From an optimization exercise on the open Yosys and OpenROAD flow, aimed at small area, a short achievable clock period and few clock cycles per item; shortcuts taken in it are not production practice.
Only simulation tests tie the RTL to the original design; equivalence was not proved.
Power and IR drop assume default switching activity.

run A:
// nearest_palette_color_unit
module nearest_palette_color_unit #(
  parameter int unsigned PALETTE_SIZE = 22
) (
  input  logic        clk_i,
  input  logic        rst_ni,
  input  logic        cfg_we_i,
  input  logic [21:0] cfg_wdata_i,
  input  logic        pixel_valid_i,
  output logic        pixel_ready_o,
  input  logic [31:0] pixel_word_i,
  output logic        result_valid_o,
  input  logic        result_ready_i,
  output logic [4:0]  color_index_o,
  output logic        none_enabled_o
);
Size: roughly 3700 cells after synthesis, ~480 flip-flops, roughly 67 I/O pins, about 0.027 mm^2 of cells after synthesis.
clock: 5.5 ns
lec_check: 0
abc_area: 1
cap_margin: 20
core_margin: 2
core_utilization: 40
setup_slack_margin: 2.6
slew_margin: 20
tns_end_percent: 0
run.sh (not shown) runs the stock make flow with config.mk's settings and CLKGATE_MAP_FILE= SYNTH_SCRIPT=/design/flow/synth_recipe.tcl, a recipe that flattens the netlist after the stock synthesis.
Testbench counts of run A, summed over its fixed seeds: cycles 16,040, items 16,000.
What run B does differently from run A at the input level:
# run A
export LEC_CHECK = 0
export ABC_AREA = 1
export CAP_MARGIN = 20
export CORE_MARGIN = 2
export CORE_UTILIZATION = 40
export SETUP_SLACK_MARGIN = 2.6
export SLEW_MARGIN = 20
export TNS_END_PERCENT = 0
create_clock -name core_clock -period 5.5 [get_ports {clk_i}]
# run B
export LEC_CHECK = 0
export ABC_AREA = 1
export CAP_MARGIN = 20
export CORE_MARGIN = 2
export CORE_UTILIZATION = 40
export CTS_BUF_LIST = sky130_fd_sc_hd__clkbuf_8
export CTS_CLUSTER_SIZE = 20
export SETUP_SLACK_MARGIN = 2.6
export SLEW_MARGIN = 20
create_clock -name core_clock -period 5.5 [get_ports {clk_i}]
Run B against run A: highest achievable clock rate increased by about 3.3% relative to the old numbers; clock latency of the later-clocked register in the worst-skew pair has increased; largest voltage drop on the vdd net now larger; proportion of layout cells with a drive suffix above 1 has increased; final layout net count higher.
The inputs of run C differ from those of run B as listed below.
# run B
export LEC_CHECK = 0
export ABC_AREA = 1
export CAP_MARGIN = 20
export CORE_MARGIN = 2
export CORE_UTILIZATION = 40
export CTS_BUF_LIST = sky130_fd_sc_hd__clkbuf_8
export CTS_CLUSTER_SIZE = 20
export SETUP_SLACK_MARGIN = 2.6
export SLEW_MARGIN = 20
create_clock -name core_clock -period 5.5 [get_ports {clk_i}]
# run C
export LEC_CHECK = 0
export ABC_AREA = 1
export CAP_MARGIN = 20
export CORE_MARGIN = 2
export CORE_UTILIZATION = 40
export SETUP_SLACK_MARGIN = 2.6
export SLEW_MARGIN = 20
create_clock -name core_clock -period 5.5 [get_ports {clk_i}]
[summary]
Post-route fraction of the period consumed by the critical path of run B is on par with run C. Looking at run B and run C, the count of pins over their slew limit is a wash. Lower first-pass GRT wire length was reported by run C, not run B. STATUS via count: run C wins against run B. In terms of fraction of standard cell area that is sequential, run C and run B differ only marginally. Cell area was higher in run B than in run C. Clock network fraction of design power for run C: 0.5 points up relative to run B. Comparing run C against run B, there is no change at all in final estimated routing congestion in global placement. Cell count: run C lower than run B. Diff run C..run B | core utilization | negligible.
### run C -> run D
# run C
export LEC_CHECK = 0
export ABC_AREA = 1
export CAP_MARGIN = 20
export CORE_MARGIN = 2
export CORE_UTILIZATION = 40
export SETUP_SLACK_MARGIN = 2.6
export SLEW_MARGIN = 20
create_clock -name core_clock -period 5.5 [get_ports {clk_i}]
# run D
export LEC_CHECK = 0
export ABC_AREA = 1
export CAP_MARGIN = 20
export CORE_MARGIN = 2
export CORE_UTILIZATION = 40
export CTS_BUF_LIST = sky130_fd_sc_hd__clkbuf_16
export CTS_CLUSTER_DIAMETER = 80
export CTS_CLUSTER_SIZE = 34
export SETUP_SLACK_MARGIN = 2.6
export SLEW_MARGIN = 20
create_clock -name core_clock -period 5.5 [get_ports {clk_i}]
==> comparison <==
The higher average wire per standard cell of run D and run C is in run D. Relative to run C, the final area measured on run D has decreased slightly. Total clock buffers created by CTS (run D over run C): decrease, about 50%. Fmax: run D > run C.

## afterwards: timing with drivers on the ports
In the flow no input, the clock included, has a driving cell. The finished layouts below were timed again as built, in two steps. Step 1, drivers: a clkbuf_16 drives clk_i and a buf_2 each remaining input, both assumed. Step 2 times the ports against the registers' clock, not the clock port: input delays grow and output delays shrink by t, the midpoint of the rising clock arrivals with the driver on. a / b / c = ideal ports / drivers / drivers and shift; a / b = the first two.
| run | t, ns | setup slack, ns | worst setup path after step 2 | clock arrival spread, ns | worst data-port slew with drivers (ns) |
|---|---|---|---|---|---|
| run A | 0.673 | 2.574 / 2.574 / 2.193 | input to register | 0.029 / 0.029 | 0.06 |
| run B | 0.721 | 2.667 / 2.667 / 2.170 | input to register | 0.046 / 0.046 | 0.06 |
| run C | 0.671 | 2.666 / 2.666 / 2.157 | input to register | 0.027 / 0.026 | 0.06 |
| run D | 0.672 | 2.686 / 2.686 / 2.197 | input to register | 0.048 / 0.048 | 0.06 |
After both steps every run listed still meets setup and hold. The setup slack of run C, which loses most, moves by 0.000 ns with the drivers and by -0.509 ns with both steps.
